Source: an optimization exercise on an open RTL-to-GDS flow (aim: small area and a short achievable clock period). Production flows keep margins and buffers that such runs may drop. The RTL was checked by simulation tests, not by an equivalence proof against the original design. Power figures rest on the tool's default switching activity, not on a simulated workload.

**design/flow/constraint.sdc**
```tcl
create_clock -name core_clock -period 40.0 [get_ports {clk}]
set_input_delay 8.0000 -clock core_clock [delete_from_list [all_inputs] [get_ports {clk}]]
set_output_delay 8.0000 -clock core_clock [all_outputs]
set_load 0.01 [all_outputs]
```
**design/flow/design.v**
```verilog
module pst_brain_core (
  input  logic       clk,
  input  logic       rst,
  input  logic [7:0] cur0,
  input  logic [7:0] cur1,
  input  logic [7:0] cur2,
  input  logic [7:0] cur3,
  output logic [7:0] phase0,
  output logic [7:0] phase1,
  output logic [7:0] phase2,
  output logic [7:0] phase3,
  output logic [2:0] winner,
  output logic [7:0] winner_score,
  output logic [7:0] winner_rel,
  output logic [7:0] w_ab,
  output logic [7:0] w_ac,
  output logic [7:0] w_ad,
  output logic [7:0] w_bc,
  output logic [7:0] w_bd,
  output logic [7:0] w_cd,
  output logic [7:0] seq_slot_A,
  output logic [7:0] seq_slot_B,
  output logic       seq_force_valid,
  output logic [7:0] seq_force_pred,
  output logic [7:0] pred_out,
  output logic [7:0] pred_err,
  output logic       reward_out,
  output logic [2:0] gamma_cnt,
  output logic [2:0] theta_cnt,
  output logic       theta_tick,
  output logic       episode_last,
  output logic [2:0] ep_winner,
  output logic [3:0] ep_strength,
  output logic       ep_valid,
  output logic       exploit_mode,
  output logic       explore_mode,
  output logic [1:0] confidence_level,
  output logic       err_explore,
  output logic       delta_tick,
  output logic [2:0] topic_winner,
  output logic [2:0] topic_strength,
  output logic       topic_valid
);
  logic [7:0] r_cnt;
  logic [3:0] r_sp, r_jf;
  logic [7:0] r_v     [4];
  logic [7:0] r_phase [4];
  logic [6:0] r_w     [6];
  logic [2:0] r_winner;
  logic [7:0] r_win_score, r_win_rel, r_slot_a, r_slot_b, r_pred, r_pred_err;
  logic       r_reward, r_err_explore, r_dcnt;
  logic [1:0] r_rew_run, r_force_left, r_conf, r_err_run;
  logic [2:0] r_gamma_cnt, r_theta_cnt;
  logic [2:0] r_win_cnt [6];
  logic [2:0] r_ep_cnt  [6];
  logic       r_theta_tick, r_delta_tick, r_ep_valid, r_topic_valid;
  logic [2:0] r_ep_winner, r_topic_winner, r_topic_strength;
  logic [3:0] r_ep_strength;
  logic [2:0] r_vb, r_vm, r_ub, r_um;
  logic       r_explore, r_fv;
  logic [7:0] r_es  [6];
  logic [5:0] r_el;
  logic       r_elast, r_exploit;
  function automatic logic [8:0] addc8(input logic [7:0] a, input logic [7:0] b,
                                       input logic ci);
    logic       c;
    logic [7:0] s;
    c = ci;
    for (int i = 0; i < 8; i++) begin
      s[i] = a[i] ^ b[i] ^ c;
      c    = (a[i] & b[i]) | (c & (a[i] ^ b[i]));
    end
    addc8 = {c, s};
  endfunction
  function automatic logic [1:0] pair_a(input int p);
    case (p)
      0, 1, 2: pair_a = 2'd0;
      3, 4:    pair_a = 2'd1;
      default: pair_a = 2'd2;
    endcase
  endfunction
  function automatic logic [1:0] pair_b(input int p);
    case (p)
      0:       pair_b = 2'd1;
      1, 3:    pair_b = 2'd2;
      default: pair_b = 2'd3;
    endcase
  endfunction
  logic [7:0] w_cur [4];
  assign w_cur[0] = cur0;
  assign w_cur[1] = cur1;
  assign w_cur[2] = cur2;
  assign w_cur[3] = cur3;
  logic w_gamma_end, w_explore;
  assign w_gamma_end = &r_cnt;
  assign w_explore   = r_explore;
  logic [3:0] w_fire;
  logic [8:0] w_rem [4];
  logic [7:0] w_cnt_m1;
  always_comb begin
    w_cnt_m1 = r_cnt - 8'd1;
    for (int c = 0; c < 4; c++) begin
      w_rem[c]  = {1'b0, r_v[c]} - {1'b0, w_cur[c]};
      w_fire[c] = ~r_sp[c] & w_rem[c][8];
    end
  end
  logic [7:0] w_ph [4];
  always_comb
    for (int c = 0; c < 4; c++) w_ph[c] = !r_sp[c] ? 8'd255 : (r_jf[c] ? 8'd254 : r_v[c]);
  logic [5:0] w_wb [6];
  logic [8:0] q_wb;
  always_comb begin
    q_wb = '0;
    for (int p = 0; p < 6; p++) begin
      q_wb = addc8({3'b0, r_w[p][6:2]},
                   {5'b0, ~w_explore & r_ep_valid & (r_ep_winner == 3'(p)),
                    ~w_explore & r_topic_valid & (r_topic_winner == 3'(p)), 1'b0}, 1'b0);
      w_wb[p] = q_wb[5:0];
    end
  end
  logic [7:0] e_init [6];
  logic [5:0] e_dec;
  always_comb
    for (int p = 0; p < 6; p++) begin
      e_init[p] = 8'd127 + {2'b0, w_wb[p]};
      e_dec[p]  = r_sp[pair_a(p)] ^ r_sp[pair_b(p)];
    end
  logic [5:0] w_valid;
  logic [7:0] w_score [6];
  always_comb
    for (int p = 0; p < 6; p++) begin
      w_valid[p] = r_sp[pair_a(p)] & r_sp[pair_b(p)];
      w_score[p] = w_valid[p] ? r_es[p] : {2'b0, w_wb[p]};
    end
  logic       t01, t23, t45, gBA, gCA, gCB, wA, wB, wC;
  logic [7:0] s01, s23, s45;
  logic [5:0] w_win1h;
  logic [2:0] w_winner;
  logic [7:0] w_best;
  always_comb begin
    t01 = w_score[1] > w_score[0];
    t23 = w_score[3] > w_score[2];
    t45 = w_score[5] > w_score[4];
    s01 = t01 ? w_score[1] : w_score[0];
    s23 = t23 ? w_score[3] : w_score[2];
    s45 = t45 ? w_score[5] : w_score[4];
    gBA = s23 > s01;
    gCA = s45 > s01;
    gCB = s45 > s23;
    wA  = ~gBA & ~gCA;
    wB  = gBA & ~gCB;
    wC  = gCA & gCB;
    w_win1h  = {wC & t45, wC & ~t45, wB & t23, wB & ~t23, wA & t01, wA & ~t01};
    w_winner = {wC, wB, w_win1h[1] | w_win1h[3] | w_win1h[5]};
    w_best   = (wA ? s01 : 8'd0) | (wB ? s23 : 8'd0) | (wC ? s45 : 8'd0);
  end
  logic [5:0] w_win_wb;
  logic [6:0] w_win_rel7;
  logic [7:0] w_best_rel;
  logic [6:0] w_win_w;
  logic       w_win_coh, w_win_valid, w_win_rl;
  always_comb begin
    w_win_wb    = 6'd0;
    w_win_w     = 7'd0;
    w_win_coh   = 1'b0;
    w_win_valid = 1'b0;
    w_win_rl    = 1'b0;
    for (int p = 0; p < 6; p++) begin
      w_win_wb    = w_win_wb | (w_win1h[p] ? w_wb[p] : 6'd0);
      w_win_w     = w_win_w | (w_win1h[p] ? r_w[p] : 7'd0);
      w_win_valid = w_win_valid | (w_win1h[p] & w_valid[p]);
      w_win_rl    = w_win_rl | (w_win1h[p] & r_el[p]);
    end
    w_win_rel7 = w_best[6:0] - {1'b0, w_win_wb};
    w_best_rel = w_win_valid ? {w_win_rel7, w_win_rl} : 8'd0;
    w_win_coh  = w_win_valid & ({w_win_rel7, w_win_rl} >= 8'd235);
  end
  logic [7:0] w_pred, w_err;
  logic [8:0] q_e1, q_e2, q_e4, q_k4;
  logic       w_reward, w_hi_err;
  logic [1:0] w_rew_run, w_err_run;
  always_comb begin
    if (r_winner == 3'd0)      w_pred = r_slot_a;
    else if (r_winner == 3'd5) w_pred = r_slot_b;
    else                       w_pred = r_win_score;
    q_k4      = 9'd4 - {1'b0, w_pred};
    q_e1      = {1'b0, w_best} - {1'b0, w_pred};
    q_e2      = {1'b0, w_pred} - {1'b0, w_best};
    w_err     = q_e1[8] ? q_e2[7:0] : q_e1[7:0];
    q_e4      = {1'b0, w_best} + q_k4;
    w_reward  = (q_e4 <= 9'd8);
    w_hi_err  = (q_e4 > 9'd9) & (q_e4 != 9'h1FF);
    w_rew_run = !w_reward ? 2'd0 : ((r_rew_run == 2'd2) ? 2'd2 : r_rew_run + 2'd1);
    w_err_run = !w_hi_err ? 2'd0 : ((r_err_run == 2'd3) ? 2'd3 : r_err_run + 2'd1);
  end
  logic [6:0] w_inc;
  logic [6:0] w_w_next [6];
  always_comb begin
    w_inc = (w_win_w >= 7'd118) ? 7'd120 : w_win_w + 7'd2;
    for (int p = 0; p < 6; p++) begin
      if (w_win1h[p])  w_w_next[p] = w_win_coh ? w_inc : r_w[p];
      else if (r_dcnt) w_w_next[p] = (r_w[p] != 7'd0) ? r_w[p] - 7'd1 : 7'd0;
      else             w_w_next[p] = r_w[p];
    end
  end
  logic [2:0] v_b, v_m;
  logic [5:0] v_eq, v_take, w_ep1h;
  logic       v_hit, v_sel;
  logic [2:0] w_ep_win;
  logic [3:0] w_ep_str;
  always_comb begin
    v_b = r_vb;
    v_m = r_vm;
    for (int p = 0; p < 6; p++) begin
      v_eq[p]   = (r_win_cnt[p] == v_m);
      v_take[p] = v_eq[p] | ((r_win_cnt[p] + 3'd1 == v_m) & (3'(p) < v_b));
    end
    v_hit = |(w_win1h & v_eq);
    v_sel = |(w_win1h & v_take);
    for (int p = 0; p < 6; p++)
      w_ep1h[p] = v_sel ? w_win1h[p] : (v_b == 3'(p));
    w_ep_win = {w_ep1h[4] | w_ep1h[5], w_ep1h[2] | w_ep1h[3], w_ep1h[1] | w_ep1h[3] | w_ep1h[5]};
    w_ep_str = {1'b0, v_m} + {3'd0, v_hit};
  end
  logic [2:0] u_b, u_m;
  logic [5:0] u_eq, u_take;
  logic       u_hit, u_sel;
  logic [2:0] w_topic_win, w_topic_str;
  always_comb begin
    u_b = r_ub;
    u_m = r_um;
    for (int p = 0; p < 6; p++) begin
      u_eq[p]   = (r_ep_cnt[p] == u_m);
      u_take[p] = u_eq[p] | ((r_ep_cnt[p] + 3'd1 == u_m) & (3'(p) < u_b));
    end
    u_hit = |(w_ep1h & u_eq);
    u_sel = |(w_ep1h & u_take);
    w_topic_win = u_sel ? w_ep_win : u_b;
    w_topic_str = u_m + {2'd0, u_hit};
  end
  logic [1:0] w_force_next;
  always_comb begin
    if (w_rew_run == 2'd2)         w_force_next = 2'd2;
    else if (r_force_left != 2'd0) w_force_next = r_force_left - 2'd1;
    else                           w_force_next = 2'd0;
  end
  logic [1:0] w_conf_new, w_conf_next;
  logic       w_errx_next;
  always_comb begin
    w_conf_new = r_conf;
    if (w_ep_str >= 4'd7)      w_conf_new = (r_conf == 2'd3) ? 2'd3 : r_conf + 2'd1;
    else if (w_ep_str <= 4'd5) w_conf_new = (r_conf == 2'd0) ? 2'd0 : r_conf - 2'd1;
    w_conf_next = (r_gamma_cnt == 3'd7) ? w_conf_new : r_conf;
    if (w_reward)                  w_errx_next = 1'b0;
    else if (w_err_run == 2'd3)    w_errx_next = 1'b1;
    else                           w_errx_next = r_err_explore;
  end
  always_ff @(posedge clk)
    for (int p = 0; p < 6; p++) begin
      if (r_cnt == 8'd0) begin
        r_es[p] <= e_init[p];
        r_el[p] <= 1'b1;
      end else if (e_dec[p]) begin
        if (!r_el[p]) r_es[p] <= r_es[p] - 8'd1;
        r_el[p] <= ~r_el[p];
      end
    end
  always_ff @(posedge clk or posedge rst) begin
    if (rst) begin
      r_cnt <= '0;
      r_sp  <= '0;
      r_jf  <= '0;
      r_vb <= '0; r_vm <= '0; r_ub <= '0; r_um <= '0;
      r_explore <= 1'b0;
      r_fv <= 1'b0;
      r_elast <= 1'b0; r_exploit <= 1'b0;
      for (int c = 0; c < 4; c++) begin
        r_v[c] <= 8'd199; r_phase[c] <= 8'd255;
      end
      for (int p = 0; p < 6; p++) begin
        r_w[p] <= 7'd64; r_win_cnt[p] <= '0; r_ep_cnt[p] <= '0;
      end
      r_winner <= '0; r_win_score <= '0; r_win_rel <= '0;
      r_slot_a <= 8'd0; r_slot_b <= 8'd213;
      r_pred <= '0; r_pred_err <= '0; r_reward <= 1'b0;
      r_rew_run <= '0; r_force_left <= '0; r_err_run <= '0; r_err_explore <= 1'b0;
      r_dcnt <= 1'b0; r_gamma_cnt <= '0; r_theta_cnt <= '0; r_conf <= 2'd2;
      r_theta_tick <= 1'b0; r_delta_tick <= 1'b0; r_ep_valid <= 1'b0; r_topic_valid <= 1'b0;
      r_ep_winner <= '0; r_ep_strength <= '0; r_topic_winner <= '0; r_topic_strength <= '0;
    end else begin
      r_cnt        <= r_cnt + 8'd1;
      r_theta_tick <= 1'b0;
      r_delta_tick <= 1'b0;
      for (int c = 0; c < 4; c++) begin
        if (w_gamma_end) begin
          r_sp[c] <= 1'b0;
          r_jf[c] <= 1'b0;
          r_v[c]  <= 8'd199;
        end else begin
          r_sp[c] <= r_sp[c] | w_fire[c];
          r_jf[c] <= w_fire[c];
          if (r_jf[c])       r_v[c] <= w_cnt_m1;
          else if (!r_sp[c]) r_v[c] <= w_rem[c][7:0];
        end
      end
      if (w_gamma_end) begin
        for (int c = 0; c < 4; c++) r_phase[c] <= w_ph[c];
        for (int p = 0; p < 6; p++) r_w[p] <= w_w_next[p];
        r_winner    <= w_winner;
        r_win_score <= w_best;
        r_win_rel   <= w_best_rel;
        r_slot_a    <= w_score[0];
        r_slot_b    <= w_score[5];
        r_pred      <= w_pred;
        r_pred_err  <= w_err;
        r_reward    <= w_reward;
        r_rew_run   <= w_rew_run;
        r_force_left <= w_force_next;
        r_fv         <= (w_force_next != 2'd0);
        r_err_run <= w_err_run;
        r_err_explore <= w_errx_next;
        r_explore     <= ~w_conf_next[1] | w_errx_next;
        r_exploit     <= (w_conf_next == 2'd3);
        r_elast       <= (r_gamma_cnt == 3'd6);
        r_dcnt      <= ~r_dcnt;
        r_gamma_cnt <= r_gamma_cnt + 3'd1;
        if (r_gamma_cnt == 3'd7) begin
          for (int p = 0; p < 6; p++) r_win_cnt[p] <= '0;
          r_vb <= '0;
          r_vm <= '0;
          r_ep_winner   <= w_ep_win;
          r_ep_strength <= w_ep_str;
          r_ep_valid    <= 1'b1;
          r_conf        <= w_conf_new;
          r_theta_tick  <= 1'b1;
          if (r_theta_cnt == 3'd4) begin
            r_theta_cnt <= '0;
            for (int p = 0; p < 6; p++) r_ep_cnt[p] <= '0;
            r_ub <= '0;
            r_um <= '0;
            r_topic_winner   <= w_topic_win;
            r_topic_strength <= w_topic_str;
            r_topic_valid    <= 1'b1;
            r_delta_tick     <= 1'b1;
          end else begin
            r_theta_cnt <= r_theta_cnt + 3'd1;
            for (int p = 0; p < 6; p++)
              r_ep_cnt[p] <= r_ep_cnt[p] + {2'd0, w_ep1h[p]};
            r_ub <= w_topic_win;
            r_um <= w_topic_str;
          end
        end else begin
          for (int p = 0; p < 6; p++) r_win_cnt[p] <= r_win_cnt[p] + {2'd0, w_win1h[p]};
          r_vb <= w_ep_win;
          r_vm <= w_ep_str[2:0];
        end
      end
    end
  end
  assign phase0 = r_phase[0];
  assign phase1 = r_phase[1];
  assign phase2 = r_phase[2];
  assign phase3 = r_phase[3];
  assign winner = r_winner;
  assign winner_score = r_win_score;
  assign winner_rel   = r_win_rel;
  assign w_ab = {r_w[0], 1'b0};
  assign w_ac = {r_w[1], 1'b0};
  assign w_ad = {r_w[2], 1'b0};
  assign w_bc = {r_w[3], 1'b0};
  assign w_bd = {r_w[4], 1'b0};
  assign w_cd = {r_w[5], 1'b0};
  assign seq_slot_A      = r_slot_a;
  assign seq_slot_B      = r_slot_b;
  assign seq_force_valid = r_fv;
  assign seq_force_pred  = r_fv ? r_pred : 8'd0;
  assign pred_out        = r_pred;
  assign pred_err        = r_pred_err;
  assign reward_out      = r_reward;
  assign gamma_cnt       = r_gamma_cnt;
  assign theta_cnt       = r_theta_cnt;
  assign theta_tick      = r_theta_tick;
  assign episode_last    = r_elast;
  assign ep_winner       = r_ep_winner;
  assign ep_strength     = r_ep_strength;
  assign ep_valid        = r_ep_valid;
  assign exploit_mode    = r_exploit;
  assign explore_mode    = w_explore;
  assign confidence_level = r_conf;
  assign err_explore     = r_err_explore;
  assign delta_tick      = r_delta_tick;
  assign topic_winner    = r_topic_winner;
  assign topic_strength  = r_topic_strength;
  assign topic_valid     = r_topic_valid;
endmodule
```
**design/flow/config.mk**
```make
export PLATFORM = sky130hd
export DESIGN_NAME = pst_brain_core
export DESIGN_NICKNAME = pst_brain_core
export VERILOG_FILES = /design/flow/design.v
export SDC_FILE = /design/flow/constraint.sdc
export NUM_CORES = 4
export LEC_CHECK = 0
export ABC_AREA = 1
export CAP_MARGIN = 20
export CORE_MARGIN = 2
export CORE_UTILIZATION = 60
export CTS_BUF_LIST = sky130_fd_sc_hd__clkbuf_8
export CTS_CLUSTER_DIAMETER = 60
export CTS_CLUSTER_SIZE = 16
export SLEW_MARGIN = 20
```
**design/flow/flow/abc_area.script**
```
&get -n
&st
&dch -f
&nf -R 1000 -p -F 8 -A 4 -C 32
&put
topo
stime -c
buffer -c
upsize -c
dnsize -c
```
**design/flow/flow/run.sh**
```bash
#!/bin/bash
# The standard layout with these changes:
# - synthesis maps the logic with the ABC script flow/abc_area.script (an area-recovering
#   mapping) in place of ORFS's abc_area.script; the scripts folder is otherwise ORFS's own,
#   copied unchanged, and synthesis still runs through synth_recipe.tcl;
# - the ports are buffered with buf_1 instead of the delay buffer buffer_ports picks;
# - the timing repair steps aim for a setup slack margin of 30.4 ns, so that they size up the
#   slowest paths.
# The clock constraint (constraint.sdc) is unchanged. Each tool's output is in orfs/logs; make's
# own output goes to standard.log.
set -euo pipefail
here=$(pwd)
rm -rf "$here/scripts_abc"
cp -r "$FLOW_HOME/scripts" "$here/scripts_abc"
cp "$here/flow/abc_area.script" "$here/scripts_abc/abc_area.script"
bash standard.sh SCRIPTS_DIR="$here/scripts_abc" BUFFER_PORTS_ARGS="-buffer_cell sky130_fd_sc_hd__buf_1" SETUP_SLACK_MARGIN=30.4 finish > standard.log 2>&1
```
**design/flow/standard.sh**
```bash
#!/bin/bash
# synth_recipe.tcl (not shown) runs the flow's synth.tcl, then flattens the netlist and writes it again
# the make line also repeats each setting of config.mk as NAME=value (left out here)
make -C /OpenROAD-flow-scripts/flow DESIGN_CONFIG=/design/flow/config.mk WORK_HOME=/design/flow/orfs CLKGATE_MAP_FILE= SYNTH_SCRIPT=/design/flow/synth_recipe.tcl "${@:-finish}"
```
==> results of run 1 <==
synthesized netlist by cell type (8+ instances only):
cell type,n
ha_1,203
xor2_1,91
o221ai_1,23
mux2i_1,55
xnor2_1,111
nor3_1,58
and2_1,10
inv_1,154
o211ai_1,13
a221oi_1,8
nor3b_1,14
a21o_1,20
nor2_1,233
nand3_1,38
o21ai_1,44
nor2b_1,10
a22o_1,33
dfrtp_1,195
o21ai_0,133
nand4_1,16
mux2_2,14
buf_1,15
clkbuf_1,86
and3_1,16
a21oi_1,175
o21a_1,28
nand2_1,259
buf_2,10
edfxtp_1,48
o22ai_1,23
dfstp_2,64
a222oi_1,25
a22oi_1,10
fa_1,18
o21bai_1,11
power by group through the flow:
stage | combinational [mW] | clock [mW] | sequential (mW)
after floorplan | 0.0149 | 0 | 0.329
after global placement | 0.0194 | 0 | 0.329
after detailed placement | 0.0197 | 0 | 0.329
after CTS | 0.0198 | 0.253 | 0.323
after global routing | 0.0226 | 0.265 | 0.323
final | 0.0195 | 0.248 | 0.323
through the flow:
stage	total power, mW	util (%)
2_1_floorplan	0.344	-
3_3_place_gp	0.348	63.9
3_5_place_dp	0.349	63.9
4_1_cts	0.595	66.2
5_1_grt	0.610	66.5
6_report	0.590	66.5
layer usage:
layer / vias up / GRT usage, %
li1: 8710 / -
met3: 118 / 4.78
met5: - / 0
met2: 652 / 50.0
met1: 8937 / 44.7
met4: 0 / 10.1
layout make-up:
class,count,area (sq um),share of cell area (%)
Multi-Input combinational cell,1808,12600,53.3
Sequential cell,313,8130,34.4
Timing Repair Buffer,221,945,4.00
Inverter,161,608,2.57
Tap cell,461,577,2.44
Clock buffer,41,564,2.39
Clock inverter,23,229,0.969
what timing repair did:
item	4_1_cts	5_1_grt
pin swaps	0	3
gates resized for setup	4	12
setup endpoints to repair	43	52
buffers inserted	0	5
kinds of logic (layout without fill, tap and decap cells):
logic type / after synthesis / count (layout) / share of synthesized area, %
DFF: 313 / 313 / 37.5
muxes: 71 / 71 / 3.43
buffers and inverters: 282 / 446 / 5.16
xor gates and xnor gates: 202 / 202 / 8.16
AOI/OAI and AO/OA: 601 / 601 / 17.7
adders and majority gates: 223 / 223 / 13.5
and+or+nand+nor: 705 / 705 / 14.6
other: 1 / 6 / 0.0173
final timing paths:
kind	from	slack, ns	end	depth (start not counted)
max	r_w[0][2]	30.51	w_ab[3]	1
min	r_phase[2][0]	0.46	r_phase[2][0]	2
max reg2reg	r_topic_winner[2]	30.84	r_w[0][4]	37
min reg2reg	r_phase[2][0]	0.46	r_phase[2][0]	2
max in group asynchronous	rst	30.80	r_w[4][2]	4
min in group asynchronous	rst	7.65	r_conf[0]	3
flip-flops by register name (all words and copies together), names as in the netlist, 18 cells and up:
register and cells:
r_v 32, r_win_cnt 18, r_w 42, r_phase 32, r_ep_cnt 18, r_es 48
==> metrics.md, run 1 <==
| Metric | Value |
|---|---|
| Routed vias/inst | 6.08 |
| Setup violations, final | 0 |
| Async set or reset register ratio after synthesis | 82.7% |
| Max-Cap Viols | 0 |
| Net Sw Power | 0.152 mW |
| WP buf/inv | 1 |
| Synth area leader | dfrtp_1 |
| H-tree Lvls | 2 |
| Yosys top cell area share | 22.5% |
| CORE AREA | 35600 sq um |
| Post-synth EDFFs | 48 |
| Via count | 18400 |
| Synth Warn # | 14 |
| Global-route wire length before repair | 96.2 mm |
| DRT iter0 DRCs | 1533 |
| I/O Pins | 204 |
| Worst-path cell chain | buf_1 |
| Wire per inst | 19.8 um |
| Num CTS Buffers | 36 |
| Setup Total Neg Slack | 0 ns |
| Layout cells sized above 1 | 8.80% |
| Met3 wire len | 4.29 mm |
| Most frequent cells in the layout | 259 x nand2_1, 228 x nor2_1, 199 x ha_1, 197 x buf_1, 193 x dfrtp_1 |
| Status | finished clean |
| Netlist cell types | 86 |
| Cell Count, Final, Fillers Out | 3028 |
| RSZ-0062 raised after global routing | no |
| CP max-delay cell | dfrtp_1 |
| Crit-path max cell delay | 0.68 ns |
| Seq/Total Area, Yosys | 37.5% |
| CP endpoint kind | output pin |
| Final instance area | 23600 sq um |
| Met2 wire length | 27.4 mm |
| Cells after Synth | 2398 |
| Hold-fix buffers at CTS | 0 |
| GRT Total Usage | 31.6% |
| Pwr Density | 24.9 nW/um^2 |
| Top Layer Used | met4 |
| Post-Route WL | 60.0 mm |
| Die height | 194 um |
| Layout area overhead | 9.01% |
| CP Data Required Time | 32.00 ns |
| Starting density of the core | 61.0% |
| Power share of the clock group | 42.0% |
| Vias in the first global route | 17700 |
| Final estimated routing congestion in global placement | 0.957 |
| Critical Path AT | 1.49 ns |
| Initial antenna violation count | 0 |
| Input/output buffers | 197 |
| Placed Cells | 2959 |
| DRT antenna net count | 0 |
| TritonCTS clock tree | yes |
| Nets | 2796 |
| M1 wire length | 26.7 mm |
| Rows | 69 |
| GRT overflow | 0 |
| Post-DP Area | 22700 sq um |
| Clk latency of the worst-skew pair | 0.61 ns |
| Diodes inserted | 0 |
| Startpoint types | flop |
| Worst slew pin tran | 1.01 ns |
| Switching Fraction | 25.7% |
| Crit Path Max Fanout | 11 |
| Minimum clock period after layout | 9.49 ns |
| Final hold vios | 0 |
| Slew Viols, Final | 0 |
| Setup ws final | 30.51 ns |
| Worst-path clk slew | 0.09 ns |
| Max Clock Freq | 105 MHz |
| Largest net degree at the start of global routing | 186 |
| CP top delay family | flip-flops |
| Sink Count | 313 |
| Gate power share | 3.3% |
| TritonRoute pass-1 iters | 10 |
| Largest cells by area after synthesis | dfrtp_1 23%, ha_1 12%, dfstp_2 7.8% |
| VDD IR max | 0.0000316 V |
| Place WS | 30.03 ns |
| Tightest hold margin | 0.462 ns |
| Clk Tree Root Cell | clkbuf_8 |
| Post-DP HPWL | 43.7 mm |
| Commonest non-fill, non-tap cell in the layout | nand2_1 |
| Floorplan die width | 194 um |
| Leak | 11.4 nW |
| Avg Synthesized Cell Area | 9.04 sq um |
| Yosys reg bits | 313 |
| Clock Skew | 0.0298 ns |
| Synth Cell Area | 21700 sq um |
| Flop pwr share | 54.7% |
| Slew headroom | 32.5% |
| Crit Path Class | flop to output pin |
| Internal Dissipation | 0.438 mW |
| Filler cells | 3079 |
| Synth Flop Type | dfrtp_1 |
| DRC Markers | 0 |
| Class of the worst hold path | flop to flop |
| Period utilisation layout | 23.7% |
| Maximum clock path buffer count | 3 |
| Die area | 37700 sq um |
==> inputs of run 2 (changes only) <==
==> design/flow/flow/abc_area.script (replaced) <==
&get -n
&st
&dch -f
&nf -R 1000 -p
&put
topo
==> run 2 against run 1 <==
Largest power group unchanged. Routed wire length decreased by 0.87%. Core utilization grew 1.6 points. Critical path depth did not move. Register-to-register slack about the same. Worst hold slack lost 0.0034 ns. Synthesized cell count shrank 5.1%. Via count barely moved. Design area decreased by 0.59%. Sequential cell count did not move. Worst setup slack got worse by 0.034 ns.
==> metrics.md, run 2 <==
| Metric | Value |
|---|---|
| Vias in the first global route | 17500 (was 17700) |
| Floorplan die width | 191 um (was 194 um) |
| Worst hold stages | 2 (unchanged) |
| Worst slew pin tran | 1.01 ns (about the same) |
| Clk latency of the worst-skew pair | 0.57 ns (was 0.61 ns) |
| Input/output buffers | 197 (unchanged) |
| Final instance area | 23500 sq um (was 23600 sq um) |
| Final hold vios | 0 (unchanged) |
| Seq/Total Area, Yosys | 38.6% (was 37.5%) |
| Pwr Density | 24.7 nW/um^2 (was 24.9 nW/um^2) |
| Cell Count, Final, Fillers Out | 3009 (was 3028) |
| Largest net degree at the start of global routing | 131 (was 186) |
| RSZ-0062 raised after global routing | no (unchanged) |
| Crit Path Class | flop to output pin (unchanged) |
| Leak | 11.0 nW (was 11.4 nW) |
| Setup ws final | 30.47 ns (was 30.51 ns) |
| Synth Cell Area | 21000 sq um (was 21700 sq um) |
| Nets | 2784 (was 2796) |
| Async set or reset register ratio after synthesis | 82.7% (unchanged) |
| Initial antenna violation count | 0 (unchanged) |
| Tightest hold margin | 0.458 ns (was 0.462 ns) |
| Yosys top cell area share | 23.2% (was 22.5%) |
| DRT antenna net count | 0 (unchanged) |
| VDD IR max | 0.0000272 V (was 0.0000316 V) |
| Largest register FFs | 48 (unchanged) |
| Post-synth top cells | 253 x nor2_1, 244 x nand2_1, 208 x a21oi_1 (was 259 x nand2_1, 233 x nor2_1, 203 x ha_1) |
| Synth area leader | dfrtp_1 (unchanged) |
| Crit-path max cell delay | 0.73 ns (was 0.68 ns) |
| Worst-path cell chain | buf_1 (unchanged) |
| CP Data Required Time | 32.00 ns (about the same) |
| Num CTS Buffers | 35 (was 36) |
| Setup Total Neg Slack | 0 ns (unchanged) |
| Slew headroom | 32.4% (was 32.5%) |
| Regs by FF count | r_es x48, r_w x42 (unchanged) |
| Die height | 191 um (was 194 um) |
| Post-DP Area | 22600 sq um (was 22700 sq um) |
| Hold-fix buffers at CTS | 0 (unchanged) |
| Setup violations, final | 0 (unchanged) |
| Netlist cell types | 59 (was 86) |
| Critical R2R Capture | r_fv (was r_w[0][4]) |
| Startpoint types | flop (unchanged) |
| Register name with the most flops | r_es (unchanged) |
| Largest cells by area after synthesis | dfrtp_1 23%, ha_1 12%, dfstp_2 8.0% (was dfrtp_1 23%, ha_1 12%, dfstp_2 7.8%) |
| Post-DP HPWL | 43.7 mm (about the same) |
| DRC Markers | 0 (unchanged) |
| TritonCTS clock tree | yes (unchanged) |
| Maximum clock path buffer count | 3 (unchanged) |
| Final estimated routing congestion in global placement | 0.979 (was 0.957) |
| Rows | 68 (was 69) |
| TritonRoute pass-1 iters | 8 (was 10) |
| CP endpoint kind | output pin (unchanged) |
| I/O Pins | 204 (unchanged) |
| Worst-path clk slew | 0.09 ns (about the same) |
| Place WS | 29.07 ns (was 30.03 ns) |
| HP Start | r_phase[0][3] (was r_phase[2][0]) |
| Placed Cells | 2945 (was 2959) |
| Most numerous cell in the Yosys netlist | nor2_1 (was nand2_1) |
| Max Clock Freq | 105 MHz (about the same) |
| Synth Flop Type | dfrtp_1 (unchanged) |
| WHS Endpoint | r_phase[0][3] (was r_phase[2][0]) |
| Status | finished clean (unchanged) |
| Worst reg2reg startpoint | r_topic_winner[2] (unchanged) |
| Synth Warn # | 14 (unchanged) |
| Layout area overhead | 11.7% (was 9.01%) |
| Via count | 18400 (about the same) |
| Routed vias/inst | 6.12 (was 6.08) |
| GRT Total Usage | 32.5% (was 31.6%) |
| CP max-delay cell | dfrtp_1 (unchanged) |
| Most frequent cells in the layout | 252 x nor2_1, 241 x nand2_1, 203 x a21oi_1, 199 x ha_1, 197 x buf_1 (was 259 x nand2_1, 228 x nor2_1, 199 x ha_1, 197 x buf_1, 193 x dfrtp_1) |
| Starting density of the core | 60.9% (was 61.0%) |
| Avg Synthesized Cell Area | 9.24 sq um (was 9.04 sq um) |
| Clock Skew | 0.0410 ns (was 0.0298 ns) |
| Final core occ | 68.0% (was 66.5%) |
| Diodes inserted | 0 (unchanged) |
| CP top delay family | flip-flops (unchanged) |
| Wire per inst | 19.8 um (about the same) |
| Total Power | 0.580 mW (was 0.590 mW) |
| CORE AREA | 34500 sq um (was 35600 sq um) |
| Cells after Synth | 2276 (was 2398) |
| Critical Path AT | 1.53 ns (was 1.49 ns) |
| WP buf/inv | 1 (unchanged) |
| Post-Route WL | 59.4 mm (was 60.0 mm) |
| Sink Count | 313 (unchanged) |
| Post-synth EDFFs | 48 (unchanged) |
| Global-route wire length before repair | 94.4 mm (was 96.2 mm) |
| Slew Viols, Final | 0 (unchanged) |
| R2R depth | 42 (was 37) |
| Commonest non-fill, non-tap cell in the layout | nor2_1 (was nand2_1) |
| Max-Cap Viols | 0 (unchanged) |
| Period utilisation layout | 23.8% (was 23.7%) |
| Die area | 36600 sq um (was 37700 sq um) |
| GRT overflow | 0 (unchanged) |
| Minimum clock period after layout | 9.53 ns (was 9.49 ns) |
| Yosys reg bits | 313 (unchanged) |
| Class of the worst hold path | flop to flop (unchanged) |
| DRT iter0 DRCs | 1536 (was 1533) |
| H-tree Lvls | 2 (unchanged) |
| Crit Path Max Fanout | 11 (unchanged) |
| FF-to-FF setup slack | 30.85 ns (was 30.84 ns) |
| Layout cells sized above 1 | 7.60% (was 8.80%) |
| Clk Tree Root Cell | clkbuf_8 (unchanged) |
run 2: cell types whose count changed in the layout (fill, tap and decap cells not counted), sizes merged, moves of 13 or more:
cell / delta
a21oi: +29
nor3: -22
clkinv: +154
o22a: +13
o221ai: -19
o21a: -17
nand2: -17
inv: -153
nor2: +19
a311oi: +18
run 2: how the worst max path moves through the flow:
stage	from	endpoint	slack [ns]	depth (start not counted)
finish	r_w[3][2]	w_bc[3]	30.47	1
global placement	r_topic_winner[2]	r_w[0][4]	29.39	35
detailed placement	r_explore	r_w[0][3]	29.07	35
floorplan	cur3[0]	r_v[3][6]	30.41	9
CTS	r_topic_winner[2]	r_w[3][4]	30.40	38
global route	r_topic_winner[2]	r_fv	30.35	39
run 2: logic make-up after synthesis:
logic type,share of synthesized area (%)
and+or+nand+nor,14.3
other,0.0178
muxes,3.66
xor gates and xnor gates,8.37
buffers and inverters,3.05
AOI/OAI and AO/OA,18.2
DFF,38.6
adders and majority gates,13.8
run 2: worst reg2reg max path, delay by kind of cell, from the launching register on:
kind | cells | cell delay (ns)
mux | 1 | 0.36
flops | 1 | 0.43
xor+xnor | 1 | 0.17
simple gates | 13 | 2.27
fa+ha+maj | 9 | 2.51
compound gates | 14 | 2.69
buf+inv | 4 | 0.56
run 2: routing by layer:
metal  global-route usage, %  up-vias  part of all wire [%]
li1                        -     8694                     -
met1                    46.1     8875                    44
met2                    52.0      730                    46
met3                    4.98      115                   7.8
met4                    8.61        0                   2.4
met5                       0        -                     0
run 2: power by group:
part | switching [mW] | total (mW) | internal (mW)
Sequential | 0 | 0.322 | 0.322
Combinational | 0.0124 | 0.0186 | 0.00620
Clock | 0.137 | 0.239 | 0.102
Total | 0.150 | 0.580 | 0.430
run 2: final cells by class:
type / count / area, sq um
Multi-Input combinational cell: 1803 / 12500
Fill cell: 2906 / 11000
Sequential cell: 313 / 8120
Timing Repair Buffer: 217 / 890
Inverter: 159 / 633
Tap cell: 455 / 569
Clock buffer: 37 / 509
Clock inverter: 25 / 260
run 2: timing repair:
action | CTS | global route
buffers inserted | 0 | 2
resized for setup | 21 | 29
endpoints found under the setup margin | 61 | 61
gates cloned | 0 | 0
==> inputs of run 3 (changes only) <==
==> design/flow/flow/run.sh (replaced) <==
#!/bin/bash
# The standard layout with these changes:
# - synthesis maps the logic with the ABC script flow/abc_area.script (an area-recovering
#   mapping) in place of ORFS's abc_area.script; the scripts folder is otherwise ORFS's own,
#   copied unchanged, and synthesis still runs through synth_recipe.tcl;
# - the adder step (extract_fa and its map file) is skipped, so ABC maps adders too;
# - the ports are buffered with buf_1 instead of the delay buffer buffer_ports picks;
# - the timing repair steps aim for a setup slack margin of 30.4 ns, so that they size up the
#   slowest paths.
# The clock constraint (constraint.sdc) is unchanged. Each tool's output is in orfs/logs; make's
# own output goes to standard.log.
set -euo pipefail
here=$(pwd)
rm -rf "$here/scripts_abc"
cp -r "$FLOW_HOME/scripts" "$here/scripts_abc"
cp "$here/flow/abc_area.script" "$here/scripts_abc/abc_area.script"
bash standard.sh SCRIPTS_DIR="$here/scripts_abc" BUFFER_PORTS_ARGS="-buffer_cell sky130_fd_sc_hd__buf_1" ADDER_MAP_FILE= SETUP_SLACK_MARGIN=30.4 finish > standard.log 2>&1
==> run 3 against run 2 <==
Largest power group unchanged. Worst hold slack better by 0.0032 ns. Synthesized area shrank 6.7%. Core utilization increased by 1.3 points. Worst setup slack got worse by 0.032 ns. Die area is 6.6% lower. Cell count grew 2.8%. Still clean. Critical path depth up 14. Combinational power increased to 3.0 times the previous value. Global-route usage is 2.2 points higher.
==> metrics.md, run 3 <==
| Metric | Value |
|---|---|
| Critical Path AT | 10.05 ns (was 1.53 ns) |
| Setup ws final | 30.44 ns (was 30.47 ns) |
| Register name with the most flops | r_es (unchanged) |
| Crit Path Max Fanout | 3 (was 11) |
| Rows | 66 (was 68) |
| Synth Cell Area | 19600 sq um (was 21000 sq um) |
| Num CTS Buffers | 36 (was 35) |
| Vias in the first global route | 17700 (was 17500) |
| Avg Synthesized Cell Area | 8.35 sq um (was 9.24 sq um) |
| Layout cells sized above 1 | 8.94% (was 7.60%) |
| Status | finished clean (unchanged) |
| Sink Count | 313 (unchanged) |
| Max Clock Freq | 105 MHz (about the same) |
| I/O Pins | 204 (unchanged) |
| Die area | 34200 sq um (was 36600 sq um) |
| TritonRoute pass-1 iters | 8 (unchanged) |
| Nets | 2658 (was 2784) |
| CP Data Required Time | 40.49 ns (was 32.00 ns) |
| Die height | 185 um (was 191 um) |
| Period utilisation layout | 23.9% (was 23.8%) |
| Seq/Total Area, Yosys | 41.4% (was 38.6%) |
| Wire per inst | 19.5 um (was 19.8 um) |
| Async set or reset register ratio after synthesis | 82.7% (unchanged) |
| Post-synth EDFFs | 48 (unchanged) |
| Clk latency of the worst-skew pair | 0.58 ns (was 0.57 ns) |
| Max-Cap Viols | 0 (unchanged) |
| Via count | 19100 (was 18400) |
| Final estimated routing congestion in global placement | 0.934 (was 0.979) |
| Clk Tree Root Cell | clkbuf_8 (unchanged) |
| Commonest non-fill, non-tap cell in the layout | nor2_1 (unchanged) |
| CP most frequent cell | a21oi_2 |
| Post-synth top cells | 330 x nor2_1, 317 x nand2_1, 216 x a21oi_1 (was 253 x nor2_1, 244 x nand2_1, 208 x a21oi_1) |
| RSZ-0062 raised after global routing | yes (was no) |
| Initial antenna violation count | 0 (unchanged) |
| DRT antenna net count | 0 (unchanged) |
| Routed vias/inst | 6.16 (was 6.12) |
| Layout area overhead | 14.4% (was 11.7%) |
| Final hold vios | 0 (unchanged) |
| Synth area leader | dfrtp_1 (unchanged) |
| CORE AREA | 32400 sq um (was 34500 sq um) |
| Most frequent cells in the layout | 323 x nor2_1, 314 x nand2_1, 202 x a21oi_1, 195 x buf_1, 195 x dfrtp_1 (was 252 x nor2_1, 241 x nand2_1, 203 x a21oi_1, 199 x ha_1, 197 x buf_1) |
| Clock Skew | 0.0317 ns (was 0.0410 ns) |
| DRC Markers | 0 (unchanged) |
| Starting density of the core | 60.6% (was 60.9%) |
| Post-Route WL | 60.2 mm (was 59.4 mm) |
| Largest register FFs | 48 (unchanged) |
| Setup Total Neg Slack | 0 ns (unchanged) |
| Class of the worst hold path | flop to flop (unchanged) |
| Yosys top cell area share | 24.9% (was 23.2%) |
| Yosys reg bits | 313 (unchanged) |
| Crit Path Class | input port to flop (was flop to output pin) |
| Startpoint types | input port (was flop) |
| Most numerous cell in the Yosys netlist | nor2_1 (unchanged) |
| Synth Warn # | 14 (unchanged) |
| Cells after Synth | 2350 (was 2276) |
| CP top delay family | compound AO/OA/AOI/OAI gates (was flip-flops) |
| Hold-fix buffers at CTS | 0 (unchanged) |
| Synth Flop Type | dfrtp_1 (unchanged) |
| Largest net degree at the start of global routing | 185 (was 131) |
| Regs by FF count | r_es x48, r_w x42 (unchanged) |
| Worst-path cell chain | buf_8 -> xnor2_4 -> nand2_2 -> o21ai_2 -> nand2_1 -> o21ai_2 -> a21oi_2 -> or2_1 -> a21oi_2 -> a21oi_2 -> maj3_2 -> xnor2_2 -> nor2_1 -> a21oi_1 -> a22oi_1 (was buf_1) |
| Input/output buffers | 197 (unchanged) |
| Minimum clock period after layout | 9.56 ns (was 9.53 ns) |
| Maximum clock path buffer count | 3 (unchanged) |
| DRT iter0 DRCs | 1665 (was 1536) |
| Slew headroom | 31.6% (was 32.4%) |
| H-tree Lvls | 2 (unchanged) |
| Netlist cell types | 67 (was 59) |
| Crit-path max cell delay | 0.35 ns (was 0.73 ns) |
| Place WS | 29.39 ns (was 29.07 ns) |
| VDD IR max | 0.0000358 V (was 0.0000272 V) |
| Setup violations, final | 0 (unchanged) |
| CP endpoint kind | flop (was output pin) |
| Worst-path clk slew | 0.10 ns (was 0.09 ns) |
| Leak | 9.25 nW (was 11.0 nW) |
| Largest cells by area after synthesis | dfrtp_1 25%, dfstp_2 8.6%, edfxtp_1 7.3% (was dfrtp_1 23%, ha_1 12%, dfstp_2 8.0%) |
| Worst slew pin tran | 1.03 ns (was 1.01 ns) |
| Diodes inserted | 0 (unchanged) |
| Floorplan die width | 185 um (was 191 um) |
| TritonCTS clock tree | yes (unchanged) |
| WP buf/inv | 1 (unchanged) |
| Slew Viols, Final | 0 (unchanged) |
| CP max-delay cell | maj3_2 (was dfrtp_1) |
| Post-DP HPWL | 43.0 mm (was 43.7 mm) |
| Pwr Density | 28.8 nW/um^2 (was 24.7 nW/um^2) |
| Global-route wire length before repair | 94.0 mm (was 94.4 mm) |
| GRT Total Usage | 34.7% (was 32.5%) |
| GRT overflow | 0 (unchanged) |
-- run 3: worst reg2reg max path, delay by kind of cell, from the launching register on --
family                    cells  cell delay, ns
AOI/OAI and AO/OA            13            3.84
and+or+nand+nor              14            2.88
DFF                           1            0.41
xor gates and xnor gates      2            0.38
buffers and inverters         4            0.78
muxes                         2            0.77
-- run 3: final cells by class --
type	count	area, sq um
Inverter	75	294
Timing Repair Buffer	237	1060
Tap cell	442	553
Clock inverter	22	253
Sequential cell	313	8120
Multi-Input combinational cell	1961	11600
Fill cell	2736	9920
Clock buffer	42	578
-- run 3: worst paths after layout --
| kind | startpoint | end | slack (ns) | cells past startpoint |
|---|---|---|---|---|
| worst max register to register | r_explore | r_w[3][4] | 30.87 | 35 |
| worst min register to register | r_phase[0][2] | r_phase[0][2] | 0.46 | 2 |
| min in group asynchronous | rst | r_gamma_cnt[0] | 7.65 | 2 |
| worst max-delay path | cur1[1] | r_v[1][7] | 30.44 | 15 |
| max in group asynchronous | rst | r_w[3][6] | 30.93 | 4 |
| worst min-delay path | r_phase[0][2] | r_phase[0][2] | 0.46 | 2 |
-- run 3: repair_timing --
action / 4_1_cts / 5_1_grt
setup buffers: 3 / 17
setup endpoints to repair: 72 / 92
hold endpoints to repair: 0 / 0
gates resized for setup: 15 / 40
pin swaps: 2 / 12
-- run 3: stage by stage --
step | power (mW) | cells | hold WS (ns) | area [sq um] | util, %
2_1_floorplan | 0.389 | 2355 | 0.443 | 19800 | -
3_3_place_gp | 0.397 | 3007 | 0.448 | 21300 | 65.7
3_5_place_dp | 0.400 | 3007 | 0.447 | 21300 | 65.7
4_1_cts | 0.648 | 3074 | 0.464 | 22200 | 68.5
5_1_grt | 0.672 | 3092 | 0.476 | 22400 | 69.3
6_report | 0.647 | 3092 | 0.462 | 22400 | 69.3
-- run 3: kinds of logic after synthesis --
logic type,count (synthesis),share of synthesized area [%]
AND/OR/NAND/NOR,999,23.1
AO/OA/AOI/OAI,668,20.5
flip-flops,313,41.4
XOR/XNOR,231,10.3
buffers and inverters,81,1.66
multiplexers,48,2.54
adder cells (fa/ha/maj),9,0.459
other,1,0.0191
-- run 3: report_power, final --
group	switching, mW	internal (mW)
logic	0.0301	0.0262
registers	0.00787	0.332
clock network	0.139	0.112
-- run 3: layer usage --
| metal | vias up | routed length [um] | global-route usage, % |
|---|---|---|---|
| li1 | 8941 | - | - |
| met1 | 9135 | 24600 | 46.2 |
| met2 | 818 | 28200 | 56.5 |
| met3 | 167 | 5030 | 6.17 |
| met4 | 0 | 2370 | 13.7 |
| met5 | - | 0 | 0 |
==> inputs of run 4 (changes only) <==
--- a/design/flow/design.v
+++ b/design/flow/design.v
@@ -176,20 +176,18 @@
     w_win_coh  = w_win_valid & ({w_win_rel7, w_win_rl} >= 8'd235);
   end
   logic [7:0] w_pred, w_err;
-  logic [8:0] q_e1, q_e2, q_e4, q_k4;
+  logic [8:0] q_e1, q_e2;
   logic       w_reward, w_hi_err;
   logic [1:0] w_rew_run, w_err_run;
   always_comb begin
     if (r_winner == 3'd0)      w_pred = r_slot_a;
     else if (r_winner == 3'd5) w_pred = r_slot_b;
     else                       w_pred = r_win_score;
-    q_k4      = 9'd4 - {1'b0, w_pred};
     q_e1      = {1'b0, w_best} - {1'b0, w_pred};
     q_e2      = {1'b0, w_pred} - {1'b0, w_best};
     w_err     = q_e1[8] ? q_e2[7:0] : q_e1[7:0];
-    q_e4      = {1'b0, w_best} + q_k4;
-    w_reward  = (q_e4 <= 9'd8);
-    w_hi_err  = (q_e4 > 9'd9) & (q_e4 != 9'h1FF);
+    w_reward  = (w_err < 8'd5);
+    w_hi_err  = (w_err > 8'd5);
     w_rew_run = !w_reward ? 2'd0 : ((r_rew_run == 2'd2) ? 2'd2 : r_rew_run + 2'd1);
     w_err_run = !w_hi_err ? 2'd0 : ((r_err_run == 2'd3) ? 2'd3 : r_err_run + 2'd1);
   end
==> run 4 against run 3 <==
Synthesized cell count decreased by 0.89%. Via count decreased by 1.5%. Die area decreased by 0.88%. Non-clock buffer count increased by 4. Synthesized area decreased by 0.90%.
==> metrics.md, run 4 <==
| Metric | Value |
|---|---|
| Status | finished clean (unchanged) |
| R2R depth | 42 (was 35) |
| Post-DP Area | 21000 sq um (was 21300 sq um) |
| Largest net degree at the start of global routing | 152 (was 185) |
| Synth Cell Area | 19400 sq um (was 19600 sq um) |
| Input/output buffers | 197 (unchanged) |
| Via count | 18800 (was 19100) |
| Seq/Total Area, Yosys | 41.8% (was 41.4%) |
| Pwr Density | 26.9 nW/um^2 (was 28.8 nW/um^2) |
| Tightest hold margin | 0.471 ns (was 0.462 ns) |
| Wire per inst | 19.4 um (was 19.5 um) |
| CORE AREA | 31700 sq um (was 32400 sq um) |
| Crit Path Max Fanout | 12 (was 3) |
| Minimum clock period after layout | 9.54 ns (was 9.56 ns) |
| Setup violations, final | 0 (unchanged) |
| Hold-fix buffers at CTS | 0 (unchanged) |
| DRT iter0 DRCs | 1765 (was 1665) |
| Post-synth top cells | 359 x nand2_1, 302 x nor2_1, 254 x o21ai_0 (was 330 x nor2_1, 317 x nand2_1, 216 x a21oi_1) |
| Place WS | 29.80 ns (was 29.39 ns) |
| Commonest non-fill, non-tap cell in the layout | nand2_1 (was nor2_1) |
| CP top delay family | flip-flops (was compound AO/OA/AOI/OAI gates) |
| Netlist cell types | 60 (was 67) |
| Worst slew pin tran | 1.12 ns (was 1.03 ns) |
| Most numerous cell in the Yosys netlist | nand2_1 (was nor2_1) |
| WP buf/inv | 1 (unchanged) |
| Setup Total Neg Slack | 0 ns (unchanged) |
| Layout cells sized above 1 | 8.44% (was 8.94%) |
| VDD IR max | 0.0000340 V (was 0.0000358 V) |
| Diodes inserted | 0 (unchanged) |
| Slew Viols, Final | 0 (unchanged) |
| Vias in the first global route | 17700 (about the same) |
| DRC Markers | 0 (unchanged) |
| Avg Synthesized Cell Area | 8.35 sq um (about the same) |
| Register name with the most flops | r_es (unchanged) |
| Sink Count | 313 (unchanged) |
| Synth area leader | dfrtp_1 (unchanged) |
| TritonCTS clock tree | yes (unchanged) |
| Layout area overhead | 13.9% (was 14.4%) |
| Post-DP HPWL | 42.0 mm (was 43.0 mm) |
| Worst hold stages | 2 (unchanged) |
| Cells after Synth | 2329 (was 2350) |
| Synth Warn # | 14 (unchanged) |
| Clock Skew | 0.0329 ns (was 0.0317 ns) |
| Regs by FF count | r_es x48, r_w x42 (unchanged) |
| Initial antenna violation count | 0 (unchanged) |
| Period utilisation layout | 23.9% (about the same) |
| Switching Fraction | 25.3% (was 27.3%) |
| GRT Total Usage | 34.7% (about the same) |
| I/O Pins | 204 (unchanged) |
| Class of the worst hold path | flop to flop (unchanged) |
| Starting density of the core | 61.3% (was 60.6%) |
| Routed vias/inst | 6.19 (was 6.16) |
| Async set or reset register ratio after synthesis | 82.7% (unchanged) |
| Clk Tree Root Cell | clkbuf_8 (unchanged) |
| Power share of the clock group | 41.5% (was 38.8%) |
| Global-route wire length before repair | 93.5 mm (was 94.0 mm) |
| TritonRoute pass-1 iters | 7 (was 8) |
| Final hold vios | 0 (unchanged) |
| CP max-delay cell | dfrtp_1 (was maj3_2) |
| Max-Cap Viols | 0 (unchanged) |
| Flop pwr share | 54.7% (was 52.5%) |
| Cell Count, Final, Fillers Out | 3032 (was 3092) |
| Net Sw Power | 0.150 mW (was 0.177 mW) |
| Post-Route WL | 58.8 mm (was 60.2 mm) |
| Worst reg2reg startpoint | r_explore (unchanged) |
| Internal Dissipation | 0.444 mW (was 0.470 mW) |
| WHS Endpoint | r_pred_err[0] (was r_phase[0][2]) |
| Slew headroom | 24.2% (was 31.6%) |
| Most frequent cells in the layout | 357 x nand2_1, 299 x nor2_1, 232 x o21ai_0, 195 x buf_1, 194 x dfrtp_1 (was 323 x nor2_1, 314 x nand2_1, 202 x a21oi_1, 195 x buf_1, 195 x dfrtp_1) |
| Critical R2R Capture | r_explore (was r_w[3][4]) |
| Die area | 33900 sq um (was 34200 sq um) |
| Final estimated routing congestion in global placement | 0.969 (was 0.934) |
| Worst-path cell chain | buf_1 (was buf_8 -> xnor2_4 -> nand2_2 -> o21ai_2 -> nand2_1 -> o21ai_2 -> a21oi_2 -> or2_1 -> a21oi_2 -> a21oi_2 -> maj3_2 -> xnor2_2 -> nor2_1 -> a21oi_1 -> a22oi_1) |
| Total Power | 0.595 mW (was 0.647 mW) |
| Startpoint types | flop (was input port) |
| Placed Cells | 2955 (was 3007) |
| DRT antenna net count | 0 (unchanged) |
| CP Data Required Time | 32.00 ns (was 40.49 ns) |
| Yosys top cell area share | 25.1% (was 24.9%) |
| CP endpoint kind | output pin (was flop) |
| Crit Path Class | flop to output pin (was input port to flop) |
| Nets | 2639 (was 2658) |
| H-tree Lvls | 2 (unchanged) |
| Final core occ | 69.8% (was 69.3%) |
| Critical Path AT | 1.54 ns (was 10.05 ns) |
| Leak | 9.24 nW (was 9.25 nW) |
| Final instance area | 22100 sq um (was 22400 sq um) |
| RSZ-0062 raised after global routing | no (was yes) |
| Largest register FFs | 48 (unchanged) |
| Synth Flop Type | dfrtp_1 (unchanged) |
| Gate power share | 3.9% (was 8.7%) |
| HP Start | r_pred_err[0] (was r_phase[0][2]) |
| Num CTS Buffers | 34 (was 36) |
| Maximum clock path buffer count | 3 (unchanged) |
| Die height | 184 um (was 185 um) |
| Post-synth EDFFs | 48 (unchanged) |
| Floorplan die width | 184 um (was 185 um) |
| Setup ws final | 30.46 ns (was 30.44 ns) |
| Worst-path clk slew | 0.10 ns (about the same) |
| GRT overflow | 0 (unchanged) |
| FF-to-FF setup slack | 30.78 ns (was 30.87 ns) |
| Largest cells by area after synthesis | dfrtp_1 25%, dfstp_2 8.6%, edfxtp_1 7.4% (was dfrtp_1 25%, dfstp_2 8.6%, edfxtp_1 7.3%) |
| Crit-path max cell delay | 0.76 ns (was 0.35 ns) |
| Yosys reg bits | 313 (unchanged) |
| Max Clock Freq | 105 MHz (about the same) |
| Clk latency of the worst-skew pair | 0.57 ns (was 0.58 ns) |
| Rows | 65 (was 66) |
run 4: changes by cell type after synthesis, sizes merged, moves of 6 or more:
cell,change
o21ai,+58
o31ai,-6
xor2,-7
nor3b,+10
nor3,-22
clkinv,-10
nand4b,+6
nor2,-28
o22ai,-7
nand2,+42
a21oi,-41
a221oi,+7
run 4: worst max path at each step:
stage                       from   endpoint  slack, ns  cells after the start
2_1_floorplan            cur3[1]    r_jf[3]      30.30                     11
3_3_place_gp             cur3[1]    r_jf[3]      29.96                     12
3_5_place_dp           r_explore  r_w[3][4]      29.80                     37
4_1_cts        r_topic_winner[0]  r_explore      30.39                     39
5_1_grt            r_topic_valid  r_explore      30.25                     44
6_report               r_w[3][2]    w_bc[3]      30.46                      1
run 4: power by group through the flow:
stage,registers [mW],clock network [mW],logic [mW]
after floorplan,0.331,0,0.0177
after global placement,0.331,0,0.0223
after detailed placement,0.331,0,0.0230
after CTS,0.325,0.249,0.0232
after global routing,0.325,0.263,0.0265
final,0.325,0.246,0.0231
run 4: final cells by class:
| class | instances | area, sq um |
|---|---|---|
| Clock buffer | 40 | 551 |
| Clock inverter | 21 | 238 |
| Fill cell | 2673 | 9580 |
| Inverter | 65 | 268 |
| Multi-Input combinational cell | 1950 | 11400 |
| Sequential cell | 313 | 8120 |
| Tap cell | 402 | 503 |
| Timing Repair Buffer | 241 | 1070 |
run 4: cell families (layout without fill, tap and decap cells):
logic type               after synthesis  after routing  share of synthesized area [%]
buffers and inverters                 71            367                           1.49
flip-flops                           313            313                           41.8
AND/OR/NAND/NOR                     1006           1006                           23.5
XOR/XNOR                             228            228                           10.3
other                                  1              6                         0.0193
adder cells (fa/ha/maj)                8              8                          0.412
multiplexers                          45             45                           2.39
AO/OA/AOI/OAI                        657            657                           20.1
run 4: timing repair:
action,in CTS,in global routing
gates resized for setup,7,53
endpoints found under the setup margin,52,65
buffers inserted,0,16
pin swaps,1,4
run 4: metal layers:
metal	part of all wire, %	vias to the layer above	global-route usage, %
li1	-	8855	-
met1	42	8830	46.8
met2	45	899	56.3
met3	8.6	193	6.04
met4	3.9	0	13.0
met5	0	-	0
==> inputs of run 5 (changes only) <==
==> design/flow/flow/run.sh (replaced) <==
#!/bin/bash
# The standard layout with these changes:
# - synthesis maps the logic with the ABC script flow/abc_area.script (an area-recovering
#   mapping) in place of ORFS's abc_area.script; the scripts folder is otherwise ORFS's own,
#   copied unchanged, and synthesis still runs through synth_recipe.tcl;
# - the adder step (extract_fa and its map file) is skipped, so ABC maps adders too;
# - the ports are buffered with buf_1 instead of the delay buffer buffer_ports picks;
# - the timing repair steps aim for a setup slack margin of 30.8 ns, so that they size up the
#   slowest paths.
# The clock constraint (constraint.sdc) is unchanged. Each tool's output is in orfs/logs; make's
# own output goes to standard.log.
set -euo pipefail
here=$(pwd)
rm -rf "$here/scripts_abc"
cp -r "$FLOW_HOME/scripts" "$here/scripts_abc"
cp "$here/flow/abc_area.script" "$here/scripts_abc/abc_area.script"
bash standard.sh SCRIPTS_DIR="$here/scripts_abc" BUFFER_PORTS_ARGS="-buffer_cell sky130_fd_sc_hd__buf_1" ADDER_MAP_FILE= SETUP_SLACK_MARGIN=30.8 finish > standard.log 2>&1
==> run 5 against run 4 <==
Global-route usage up 1.1 points. Critical path depth increased by 15. Register-to-register slack better by 0.50 ns. Worst hold slack lost 0.0038 ns. Via count rose by 3.8%. Routed wire length grew 5.5%. Design area increased by 6.8%. Die area is the same. Clock skew rose by 0.019 ns. Count of clock-buffer cells in the layout is 1 lower. Sequential share of layout area is 2.1 points lower. Synthesized cell count unchanged. Critical path type is now input port to flop.
==> metrics.md, run 5 <==
| Metric | Value |
|---|---|
| Regs by FF count | r_es x48, r_w x42 (unchanged) |
| Yosys reg bits | 313 (unchanged) |
| CP max-delay cell | maj3_2 (was dfrtp_1) |
| TritonRoute pass-1 iters | 9 (was 7) |
| Starting density of the core | 61.3% (unchanged) |
| FF-to-FF setup slack | 31.28 ns (was 30.78 ns) |
| Period utilisation layout | 23.3% (was 23.9%) |
| Via count | 19500 (was 18800) |
| HP Start | r_pred_err[4] (was r_pred_err[0]) |
| Max-Cap Viols | 0 (unchanged) |
| RSZ-0062 raised after global routing | yes (was no) |
| Maximum clock path buffer count | 3 (unchanged) |
| WHS Endpoint | r_pred_err[4] (was r_pred_err[0]) |
| Register name with the most flops | r_es (unchanged) |
| Placed Cells | 2955 (unchanged) |
| H-tree Lvls | 2 (unchanged) |
| Slew Viols, Final | 0 (unchanged) |
| Diodes inserted | 0 (unchanged) |
| DRT antenna net count | 0 (unchanged) |
| I/O Pins | 204 (unchanged) |
| Wire per inst | 19.8 um (was 19.4 um) |
| CP endpoint kind | flop (was output pin) |
| Clk Tree Root Cell | clkbuf_8 (unchanged) |
| DRC Markers | 0 (unchanged) |
| Worst-path clk slew | 0.09 ns (was 0.10 ns) |
| Post-DP HPWL | 41.8 mm (was 42.0 mm) |
| Critical R2R Capture | r_w[0][2] (was r_explore) |
| Yosys top cell area share | 25.1% (unchanged) |
| Post-synth EDFFs | 48 (unchanged) |
| GRT Total Usage | 35.8% (was 34.7%) |
| Clock Skew | 0.0515 ns (was 0.0329 ns) |
| Clk latency of the worst-skew pair | 0.59 ns (was 0.57 ns) |
| Floorplan die width | 184 um (unchanged) |
| Seq/Total Area, Yosys | 41.8% (unchanged) |
| Final estimated routing congestion in global placement | 0.970 (was 0.969) |
| CP most frequent cell | o21ai_2 |
| Initial antenna violation count | 0 (unchanged) |
| Final core occ | 74.6% (was 69.8%) |
| Max Clock Freq | 107 MHz (was 105 MHz) |
| Critical Path AT | 9.82 ns (was 1.54 ns) |
| CP Data Required Time | 40.49 ns (was 32.00 ns) |
| Pwr Density | 25.5 nW/um^2 (was 26.9 nW/um^2) |
| Layout area overhead | 21.6% (was 13.9%) |
| Leak | 10.0 nW (was 9.24 nW) |
| Tightest hold margin | 0.468 ns (was 0.471 ns) |
| Slew headroom | 23.9% (was 24.2%) |
| CP top delay family | compound AO/OA/AOI/OAI gates (was flip-flops) |
| Worst-path cell chain | buf_8 -> xnor2_4 -> nand2_2 -> o21ai_2 -> nand2_2 -> o21ai_2 -> maj3_2 -> nor2b_4 -> o21ai_2 -> o21ai_2 -> o21ai_1 -> nand2_1 -> xnor2_1 -> nor2_1 -> a21oi_1 -> a21oi_1 (was buf_1) |
| Largest register FFs | 48 (unchanged) |
| Largest cells by area after synthesis | dfrtp_1 25%, dfstp_2 8.6%, edfxtp_1 7.4% (unchanged) |
| Num CTS Buffers | 36 (was 34) |
| Global-route wire length before repair | 95.8 mm (was 93.5 mm) |
| Post-synth top cells | 359 x nand2_1, 302 x nor2_1, 254 x o21ai_0 (unchanged) |
| Final hold vios | 0 (unchanged) |
| Cells after Synth | 2329 (unchanged) |
| M1 GR Usage | 48.1% (was 46.8%) |
| Async set or reset register ratio after synthesis | 82.7% (unchanged) |
| Most frequent cells in the layout | 351 x nand2_1, 297 x nor2_1, 218 x o21ai_0, 165 x a21oi_1, 148 x dfrtp_1 (was 357 x nand2_1, 299 x nor2_1, 232 x o21ai_0, 195 x buf_1, 194 x dfrtp_1) |
| Die height | 184 um (unchanged) |
| M2 GR Usage | 57.6% (was 56.3%) |
| Synth Warn # | 14 (unchanged) |
| Netlist cell types | 60 (unchanged) |
| Synth Flop Type | dfrtp_1 (unchanged) |
| Vias in the first global route | 18000 (was 17700) |
| Input/output buffers | 197 (unchanged) |
| Synth area leader | dfrtp_1 (unchanged) |
| Crit Path Max Fanout | 3 (was 12) |
| R2R depth | 44 (was 42) |
| Status | finished clean (unchanged) |
| Die area | 33900 sq um (unchanged) |
| Startpoint types | input port (was flop) |
| TritonCTS clock tree | yes (unchanged) |
| Worst slew pin tran | 1.13 ns (was 1.12 ns) |
| Crit Path Class | input port to flop (was flop to output pin) |
| Commonest non-fill, non-tap cell in the layout | nand2_1 (unchanged) |
| Area of the multi-input gates | 11600 sq um (was 11400 sq um) |
| Worst reg2reg startpoint | r_explore (unchanged) |
| Routed vias/inst | 6.23 (was 6.19) |
| DRT iter0 DRCs | 1894 (was 1765) |
| Post-DP Area | 21100 sq um (was 21000 sq um) |
| GRT overflow | 0 (unchanged) |
| Met3 Use GR | 5.86% (was 6.04%) |
| Crit-path max cell delay | 0.30 ns (was 0.76 ns) |
| Largest net degree at the start of global routing | 112 (was 152) |
| Post-Route WL | 62.0 mm (was 58.8 mm) |
| Hold-fix buffers at CTS | 0 (unchanged) |
| Setup Total Neg Slack | 0 ns (unchanged) |
| Rows | 65 (unchanged) |
| Synth Cell Area | 19400 sq um (unchanged) |
| Register Area | 8180 sq um (was 8120 sq um) |
| WP buf/inv | 1 (unchanged) |
| Setup violations, final | 0 (unchanged) |
| Class of the worst hold path | flop to flop (unchanged) |
| Most numerous cell in the Yosys netlist | nand2_1 (unchanged) |
| Filler cells | 2425 (was 2673) |
| Worst hold stages | 2 (unchanged) |
| GRT Max-Usage Layer | met2 (unchanged) |
| Nets | 2738 (was 2639) |
| Sink Count | 313 (unchanged) |
| Layout cells sized above 1 | 17.0% (was 8.44%) |
| Minimum clock period after layout | 9.33 ns (was 9.54 ns) |
| Avg Synthesized Cell Area | 8.35 sq um (unchanged) |
| Final instance area | 23600 sq um (was 22100 sq um) |
| Cell Count, Final, Fillers Out | 3131 (was 3032) |
| CORE AREA | 31700 sq um (unchanged) |
| VDD IR max | 0.0000373 V (was 0.0000340 V) |
[run 5: changes by cell type in the layout (fill, tap and decap cells not counted), moves of 8 or more]
cell / before / now
buf_1: 195 / 139
buf_4: 40 / 132
buf_6: 2 / 54
dfrtp_1: 194 / 148
dfrtp_2: 1 / 47
o21ai_0: 232 / 218
o21ai_2: 11 / 19
[run 5: per-layer routing]
layer | vias to the layer above | part of all wire [%] | wire [um]
li1 | 9027 | - | -
met1 | 9331 | 41 | 25500
met2 | 942 | 46 | 28600
met3 | 194 | 8.7 | 5390
met4 | 0 | 4.1 | 2530
met5 | - | 0 | 0
[run 5: how the worst max path moves through the flow]
stage / cells past startpoint / endpoint / slack [ns] / from
after floorplan: 11 / r_jf[3] / 30.30 / cur3[1]
after global placement: 16 / r_v[2][7] / 30.03 / cur2[1]
after detailed placement: 39 / r_w[3][4] / 29.94 / r_explore
after CTS: 2 / seq_force_pred[4] / 30.64 / r_fv
after global routing: 2 / seq_force_pred[0] / 30.58 / r_fv
final: 16 / r_v[2][7] / 30.67 / cur2[1]
[run 5: cell families after synthesis]
| kind of cell | share of synthesized area, % |
|---|---|
| simple gates | 23.5 |
| compound gates | 20.1 |
| flops | 41.8 |
| xor+xnor | 10.3 |
| buf+inv | 1.49 |
| mux | 2.39 |
| fa+ha+maj | 0.412 |
| other cells | 0.0193 |
[run 5: final cells by class]
type	count	area share, %
tap	402	2.13
multi-input combinational	1950	49.2
inverter	65	1.11
clock inverter	24	1.15
timing repair buffer	338	9.58
sequential	313	34.6
clock buffer	39	2.27
[run 5: what timing repair did]
item,4_1_cts,5_1_grt
resized for setup,193,83
endpoints found under the hold margin,0,0
pin swaps,17,36
buffers inserted,67,46
setup endpoints to repair,168,153
[run 5: power breakdown]
group,total [mW],internal (mW),switching (mW)
Combinational,0.0290,0.0122,0.0168
Clock,0.249,0.111,0.137
Sequential,0.325,0.324,0.00133
Total,0.603,0.447,0.155
[run 5: tightest hold or removal path: stages, from the launching register on]
cell and delay, ns:
dfrtp_1 0.34, nand2_1 0.05, nand2_1 0.05
[run 5: stage by stage]
step           power (mW)  setup WS, ns
2_1_floorplan       0.350         30.30
3_3_place_gp        0.355         30.03
3_5_place_dp        0.355         29.94
4_1_cts             0.602         30.64
5_1_grt             0.622         30.58
6_report            0.603         30.67

==> afterwards: timing with drivers on the ports <==
Ports are ideal in the flow. The routed layouts listed here were re-timed in OpenROAD. Step 1: set_driving_cell puts a clkbuf_16 on clk and a buf_2 on each other input, an assumption about the parent block. Step 2 times the ports against the registers' clock, not the clock port: input delays grow and output delays shrink by t, the midpoint of the rising clock arrivals with the driver on. Three values: ideal, step 1, step 2; two values: the first two.
run	t, ns	setup WS [ns]	clock arrival spread, ns
run 1	0.647	30.508 / 30.458 / 30.074	0.030 / 0.030
run 2	0.603	30.473 / 30.421 / 30.098	0.042 / 0.041
run 3	0.613	30.441 / 30.453 / 29.840	0.032 / 0.032
run 4	0.605	30.459 / 30.408 / 30.003	0.033 / 0.033
run 5	0.620	30.667 / 30.626 / 30.061	0.054 / 0.054
After both steps every run listed still meets setup and hold. For run 5, which loses most, drivers alone change the setup slack by -0.041 ns; drivers and shift together by -0.606 ns.
